Background: an optimization exercise with open tools, aiming at small area, a short achievable clock period and few clock cycles per item. Do not read the settings as production practice.
RTL that was checked went through simulation tests only; none was proved equivalent to the original.

==> flow/design.v (excerpt) <==
module float_mul_pipe #(
  parameter int E_BIT = 8,
  parameter int F_BIT = 23,
  parameter int TAG_W = 4
) (
  input  logic                 clk,
  input  logic                 rst,
  input  logic                 in_valid,
  output logic                 in_ready,
  input  logic [E_BIT+F_BIT:0] in_a,
  input  logic [E_BIT+F_BIT:0] in_b,
  input  logic [TAG_W-1:0]     in_tag,
  output logic                 out_valid,
  input  logic                 out_ready,
  output logic [E_BIT+F_BIT:0] out_p,
  output logic [TAG_W-1:0]     out_tag,
  output logic [3:0]           out_flags
);
  localparam logic [1:0] C_NUM = 2'd0, C_ZERO = 2'd1, C_INF = 2'd2, C_NAN = 2'd3;
  logic r_v0, r_v1, r_ov;
  logic w_adv;
  assign w_adv     = out_ready | ~r_ov;
  assign in_ready  = w_adv;
  assign out_valid = r_ov;
  logic [7:0]  w_ea, w_eb;
  logic [22:0] w_fa, w_fb;
  logic        w_za, w_zb, w_ia, w_ib, w_na, w_nb;
  logic [1:0]  w_cls0;
  logic [23:0] w_mb;
  logic [11:0] w_neg, w_one, w_two;
  assign w_ea = in_a[30:23];
  assign w_eb = in_b[30:23];
  assign w_fa = in_a[22:0];
  assign w_fb = in_b[22:0];
  assign w_za = (w_ea == 8'd0);
  assign w_zb = (w_eb == 8'd0);
  assign w_ia = (w_ea == 8'hFF) && (w_fa == 23'd0);
  assign w_ib = (w_eb == 8'hFF) && (w_fb == 23'd0);
  assign w_na = (w_ea == 8'hFF) && (w_fa != 23'd0);
  assign w_nb = (w_eb == 8'hFF) && (w_fb != 23'd0);
  always_comb begin
    if (w_na | w_nb | (w_ia & w_zb) | (w_za & w_ib)) w_cls0 = C_NAN;
    else if (w_ia | w_ib)                            w_cls0 = C_INF;
    else if (w_za | w_zb)                            w_cls0 = C_ZERO;
  ...
Size: roughly 110 I/O pins.
Settings: LEC_CHECK=0, CAP_MARGIN=20, CORE_MARGIN=2, CORE_UTILIZATION=70, CTS_BUF_LIST=sky130_fd_sc_hd__clkbuf_4 sky130_fd_sc_hd__clkbuf_8, SETUP_SLACK_MARGIN=4.0, SLEW_MARGIN=20, SYNTH_HIERARCHICAL=1, SYNTH_MINIMUM_KEEP_SIZE=0; clock period 8.0 ns.
standard.sh (not shown) runs the stock make flow with config.mk's settings and CLKGATE_MAP_FILE= SYNTH_SCRIPT=/design/flow/synth_recipe.tcl, a recipe that flattens the netlist after the stock synthesis.
==> flow/flow/run.sh <==
#!/bin/bash
# The standard layout, with plain buf_1 cells (instead of the delay cells that
# buffer_ports picks by default) as the buffers on the input and output ports.
set -euo pipefail
bash standard.sh "BUFFER_PORTS_ARGS=-buffer_cell sky130_fd_sc_hd__buf_1" finish > flow_make.log 2>&1
The first run produced a clean layout.
Next try:
--- a/flow/design.v
+++ b/flow/design.v
@@ -56,16 +56,18 @@
       w_neg[i] = bh & ~(bm & bl);
     end
   end
   function automatic logic [4:0] tz23(input logic [22:0] f);
     tz23 = 5'd23;
     for (int k = 22; k >= 0; k--) if (f[k]) tz23 = 5'(k);
   endfunction
+  logic [5:0] w_tz;
+  assign w_tz = {1'b0, tz23(w_fa)} + {1'b0, tz23(w_fb)};
   logic [22:0] r0_fa;
-  logic [4:0]  r0_tzb;
+  logic        r0_st0, r0_st1;
   logic [11:0] r0_neg, r0_one, r0_two;
   logic [9:0]  r0_ex;
   logic [1:0]  r0_cls;
   logic        r0_sign;
   logic [3:0]  r0_tag;
   always_ff @(posedge clk) begin
     if (w_adv) begin
@@ -73,15 +75,16 @@
       r0_neg  <= w_neg;
       r0_one  <= w_one;
       r0_two  <= w_two;
       r0_ex   <= {2'b00, w_ea} + {2'b00, w_eb} - 10'd127;
       r0_cls  <= w_cls0;
       r0_sign <= in_a[31] ^ in_b[31];
       r0_tag  <= in_tag;
-      r0_tzb  <= tz23(w_fb);
+      r0_st0  <= w_tz < 6'd22;
+      r0_st1  <= w_tz < 6'd23;
     end
   end
   logic [23:0] w_ma;
   assign w_ma = {1'b1, r0_fa};
   logic [24:0] pp0, pp1, pp2, pp3, pp4, pp5, pp6, pp7, pp8, pp9, pp10, pp11;
   logic [24:0] w_pp [12];
   always_comb begin
@@ -727,16 +730,14 @@
   wire lk1_g7, lk1_p7;
   fmul_pfx_gp u_lk1_g7 (.gh(lk0_g7), .ph(lk0_p7), .gl(lk0_g5), .pl(lk0_p5), .g(lk1_g7), .p(lk1_p7));
   wire lk2_g7;
   fmul_pfx_g u_lk2_g7 (.gh(lk1_g7), .ph(lk1_p7), .gl(lk1_g3), .g(lk2_g7));
   wire lk3_g9;
   fmul_pfx_g u_lk3_g9 (.gh(lk0_g9), .ph(lk0_p9), .gl(lk2_g7), .g(lk3_g9));
   wire w_lowc = lk3_g9;
-  logic [5:0] w_tz;
-  assign w_tz = {1'b0, tz23(r0_fa)} + {1'b0, r0_tzb};
   logic [47:0] r1_s, r1_c;
   logic [9:0]  r1_ex;
   logic [1:0]  r1_cls;
   logic        r1_sign;
   logic [3:0]  r1_tag;
   logic        r1_st0, r1_st1;
   logic        r1_lowc;       
@@ -819,16 +820,16 @@
       r1_c[46] <= t294c;
       r1_c[47] <= t295c;
       r1_lowc <= w_lowc;
       r1_ex   <= r0_ex;
       r1_cls  <= r0_cls;
       r1_sign <= r0_sign;
       r1_tag  <= r0_tag;
-      r1_st0  <= w_tz < 6'd22;
-      r1_st1  <= w_tz < 6'd23;
+      r1_st0  <= r0_st0;
+      r1_st1  <= r0_st1;
     end
   end
   logic [47:0] w_s, w_c, w_prod;
   assign w_s[0] = 1'b0;
   assign w_c[0] = 1'b0;
   assign w_s[1] = 1'b0;
   assign w_c[1] = 1'b0;
The changed run ran to the end with no violations.
Die area decreases by about 0.7%.
Maximum frequency decreases by 1.2%.
Global-route usage increases by 1.2 points.
Clock skew decreases by 0.0079 ns.
Setup slack loses 0.048 ns.
Clock-buffer cell count increases by 1.
Testbench counts after the change, summed over its fixed seeds: cycles 160,024, items 160,000.
Only the layout flow was run in the first run of this note; the RTL was not checked for function there.

[separate check: timing with driven ports]
Ports are ideal in the flow. The routed layouts listed here were re-timed in OpenROAD. Step 1: set_driving_cell puts a clkbuf_16 on clk and a buf_2 on each other input, an assumption about the parent block. Step 2 moves the port delays by t, midway between the first and last clock arrival at a register: inputs arrive t later, outputs are due t later. That takes back most of the time a late clock gives input paths. Three values: ideal ports, drivers, drivers and shift; two values: the first two.
run	t (ns)	setup slack, ns	hold slack, ns	worst setup path after step 2
the first run	0.651	3.964 / 3.964 / 3.964	0.415 / 0.415 / 0.415	register to register
the second run	0.655	3.916 / 3.916 / 3.324	0.418 / 0.418 / 0.418	input to register
After both steps setup and hold are still met in every run listed. The setup slack of the second run, which loses most, moves by 0.000 ns with the drivers and by -0.592 ns with both steps.
